Source: an optimization exercise on an open RTL-to-GDS flow (aim: small area and a short achievable clock period). Production flows keep margins and buffers that such runs may drop. RTL that was checked went through simulation tests only; none was proved equivalent to the original.

## build 98
==> flow/design.v (excerpt) <==
module dma_rx_unpacker #(
  parameter int          FIFO_DEPTH = 16,
  parameter logic [15:0] HDR_MAGIC  = dma_pkg::DMA_HDR_MAGIC,
  localparam int         LVL_W      = $clog2(FIFO_DEPTH) + 1
) (
  input  logic                  clk,
  input  logic                  reset_n,
  input  logic [dma_pkg::DMA_BEAT_W-1:0] dma_read_data,
  input  logic                  dma_read_valid,
  output logic [dma_pkg::DMA_WORD_W-1:0] out_data,
  output logic                  out_valid,
  input  logic                  out_ready,
  output logic                  out_last,
  output logic [LVL_W-1:0]      fifo_level,
  output logic                  overflow,
  input  logic                  ovf_clr,
  output logic                  frame_err,
  output logic [31:0]           frame_cnt,
  output logic [31:0]           drop_cnt
);
Size in the first run: roughly 240 I/O pins, ~82000 um^2 of cells after synthesis.
==> flow/config.mk <==
export PLATFORM = sky130hd
export DESIGN_NAME = dma_rx_unpacker
export DESIGN_NICKNAME = dma_rx_unpacker
export VERILOG_FILES = /design/flow/design.v
export SDC_FILE = /design/flow/constraint.sdc
export NUM_CORES = 4
export LEC_CHECK = 0
export CAP_MARGIN = 20
export CORE_MARGIN = 2
export CORE_UTILIZATION = 40
export CTS_CLUSTER_DIAMETER = 80
export CTS_CLUSTER_SIZE = 25
export SETUP_SLACK_MARGIN = 3.05
export SLEW_MARGIN = 20
==> flow/constraint.sdc <==
create_clock -name core_clock -period 5.5 [get_ports {clk}]
set_input_delay 1.1000 -clock core_clock [delete_from_list [all_inputs] [get_ports {clk}]]
set_output_delay 1.1000 -clock core_clock [all_outputs]
set_load 0.01 [all_outputs]
run.sh (not shown) runs the stock make flow with config.mk's settings and CLKGATE_MAP_FILE= SYNTH_SCRIPT=/design/flow/synth_recipe.tcl, a recipe that flattens the netlist after the stock synthesis.
#### Input delta (trial 13 over build 98)
--- a/flow/design.v
+++ b/flow/design.v
@@ -14,36 +14,38 @@
   function automatic logic [DMA_WORD_W-1:0] beat_lane(
     input logic [DMA_BEAT_W-1:0] beat,
     input logic [1:0]            lane
   );
     beat_lane = beat[lane*DMA_WORD_W +: DMA_WORD_W];
   endfunction
 endpackage
 module dma_rx_fifo #(
   parameter int DEPTH = 16,
   parameter int WIDTH = 128
 ) (
   input  logic                   clk,
-  input  logic [DEPTH-1:0]       we,
+  input  logic [DEPTH-1:0]       we,        
+  input  logic [DEPTH-1:0]       hold,      
   input  logic [WIDTH-1:0]       wdata,
   input  logic [DEPTH-1:0]       rd_oh,
   input  logic [3*DEPTH-1:0]     nsel,      
   output logic [WIDTH/4-1:0]     nxt_word,
   output logic [WIDTH/4-1:0]     hdr_word
 );
   localparam int WW = WIDTH / 4;
   logic [DEPTH*WIDTH-1:0] mem;
   always_ff @(posedge clk) begin
     for (int e = 0; e < DEPTH; e++)
-      if (we[e]) mem[e*WIDTH +: WIDTH] <= wdata;
+      mem[e*WIDTH +: WIDTH] <= ({WIDTH{hold[e]}} & mem[e*WIDTH +: WIDTH]) |
+                               ({WIDTH{we[e]}}   & wdata);
   end
   always_comb begin
     nxt_word = '0;
     hdr_word = '0;
     for (int e = 0; e < DEPTH; e++) begin
       for (int l = 1; l < 4; l++)
         nxt_word = nxt_word | ({WW{nsel[3*e+l-1]}} & mem[e*WIDTH + l*WW +: WW]);
       hdr_word = hdr_word | ({WW{rd_oh[(e+DEPTH-1)%DEPTH]}} & mem[e*WIDTH +: WW]);
     end
   end
 endmodule
 module dma_rx_unpacker #(
@@ -60,48 +62,52 @@
   input  logic                  out_ready,
   output logic                  out_last,
   output logic [LVL_W-1:0]      fifo_level,
   output logic                  overflow,
   input  logic                  ovf_clr,
   output logic                  frame_err,
   output logic [31:0]           frame_cnt,
   output logic [31:0]           drop_cnt
 );
   localparam int AW = $clog2(FIFO_DEPTH);
   logic [AW-1:0]           wr_ptr, wr_ptr_d;
   logic [FIFO_DEPTH-1:0]   wr_en;       
+  logic [FIFO_DEPTH-1:0]   wr_en_n;     
+  logic [FIFO_DEPTH-1:0]   hold;
   logic [FIFO_DEPTH-1:0]   rd_oh, rd_oh_d;
   logic [3*FIFO_DEPTH-1:0] nsel;        
   logic [FIFO_DEPTH-1:0]   we;
   logic [LVL_W-1:0]        level_d;
   logic                    full, empty, lvl_le1, lvl_1;
   logic                    push, pop;
   logic                    pay;         
   logic                    ov;          
   logic [3:0]              lane, lane_d;   
   logic [15:0]             rem;
   logic                    rem1;        
   logic                    hdr_ok;      
   logic [15:0]             hdr_len;
   logic                    hdr_len0, hdr_len1;
   logic [31:0]             nxt_word, hdr_word, w_word;
   logic                    hs, hdr_act, accept, last, lane3;
   assign push = dma_read_valid & ~full;
   assign we   = {FIFO_DEPTH{dma_read_valid}} & wr_en;
+  assign hold = {FIFO_DEPTH{~dma_read_valid}} | wr_en_n;
   dma_rx_fifo #(
     .DEPTH (FIFO_DEPTH),
     .WIDTH (dma_pkg::DMA_BEAT_W)
   ) u_fifo (
     .clk      (clk),
     .we       (we),
+    .hold     (hold),
     .wdata    (dma_read_data),
     .rd_oh    (rd_oh),
     .nsel     (nsel),
     .nxt_word (nxt_word),
     .hdr_word (hdr_word)
   );
   assign w_word  = dma_read_data[31:0];
   assign hs      = ov & out_ready;
   assign hdr_act = ~pay & ~empty;
   assign accept  = hdr_act & hdr_ok & ~hdr_len0;
   assign last    = rem1;
   assign lane3   = lane[3];
@@ -159,45 +165,48 @@
     hdr_len0 <= (hdr_src[15:0] == 16'd0);
     hdr_len1 <= (hdr_src[15:0] == 16'd1);
   end
   always_ff @(posedge clk or negedge reset_n) begin
     if (!reset_n) begin
       pay        <= 1'b0;
       lane       <= 4'b0001;
       rem        <= '0;
       rem1       <= 1'b0;
       frame_err  <= 1'b0;
       wr_ptr     <= '0;
       wr_en      <= FIFO_DEPTH'(1);
+      wr_en_n    <= ~FIFO_DEPTH'(1);
       rd_oh      <= FIFO_DEPTH'(1);
       nsel       <= (3*FIFO_DEPTH)'(1);
       fifo_level <= '0;
       full       <= 1'b0;
       empty      <= 1'b1;
       lvl_le1    <= 1'b1;
       lvl_1      <= 1'b0;
     end else begin
       frame_err <= hdr_act & ~hdr_ok;
       pay       <= pay_d;
       rem1      <= rem1_d;
       lane      <= lane_d;
       rd_oh     <= rd_oh_d;
       for (int e = 0; e < FIFO_DEPTH; e++)
         for (int l = 0; l < 3; l++)
           nsel[3*e+l] <= rd_oh_d[e] & lane_d[l];
       if (accept)  rem <= hdr_len;
       else if (hs) rem <= rem - 16'd1;
       wr_ptr     <= wr_ptr_d;
-      for (int e = 0; e < FIFO_DEPTH; e++)
-        wr_en[e] <= (wr_ptr_d == AW'(e)) & ~full_d;
+      for (int e = 0; e < FIFO_DEPTH; e++) begin
+        wr_en[e]   <= (wr_ptr_d == AW'(e)) & ~full_d;
+        wr_en_n[e] <= (wr_ptr_d != AW'(e)) | full_d;
+      end
       fifo_level <= level_d;
       full       <= full_d;
       empty      <= empty_d;
       lvl_le1    <= lvl_le1_d;
       lvl_1      <= lvl_1_d;
     end
   end
   always_ff @(posedge clk or negedge reset_n) begin
     if (!reset_n)                   overflow <= 1'b0;
     else if (dma_read_valid & full) overflow <= 1'b1;
     else if (ovf_clr)               overflow <= 1'b0;
   end
Taking trial 13 over build 98, the number of global-route vias before repair ratio works out to 1.4. Wire length on trial 13 is up relative to build 98. NOTE: synthesized cell count in trial 13 exceeds that of build 98. Core utilization in trial 13 is 0.95 points below build 98. Trial 13 vs build 98 — half-perimeter wire length of the detailed placement result climbed by more than 10%. In the flow results for build 98 and trial 13, the met1 usage is larger on trial 13. The area share of xor/xnor cells in the synthesized design of build 98 and that of trial 13 are within noise of each other. Build 98 → trial 13: placement-stage cell area moved down, filler cell count grew by 9.0%. From build 98 to trial 13 the numbers moved as follows: non-clock buffer count grew by 6.7%, first-pass GRT wire length grew by 130000 um, worst setup slack shrank by 0.022 ns. Against build 98, trial 13 comes in about 0.9% lower on highest clock rate.
The RTL of trial 13 was laid out without a check of its function.

-- port drivers added, routing unchanged --
How much do the figures lean on ideal ports? The routed layouts below were timed once more, with nothing changed but the port constraints.
Step 1, drivers: a clkbuf_16 drives clk and a buf_2 each remaining input, both assumed.
Step 2, shift: input delay + t, output delay - t, t = (earliest + latest rising clock arrival at the registers) / 2. This alone moves slack from input paths to output paths.
a / b / c = ideal / step 1 / step 2; a / b = the first two.
run	t, ns	slack for setup (ns)	hold slack, ns
build 98	0.874	2.945 / 2.862 / 2.270	0.291 / 0.262 / 0.438
trial 13	0.917	2.923 / 2.862 / 2.115	0.244 / 0.237 / 0.432
After both steps setup and hold are still met in every run listed. The setup slack of trial 13, which loses most, moves by -0.061 ns with the drivers and by -0.808 ns with both steps.
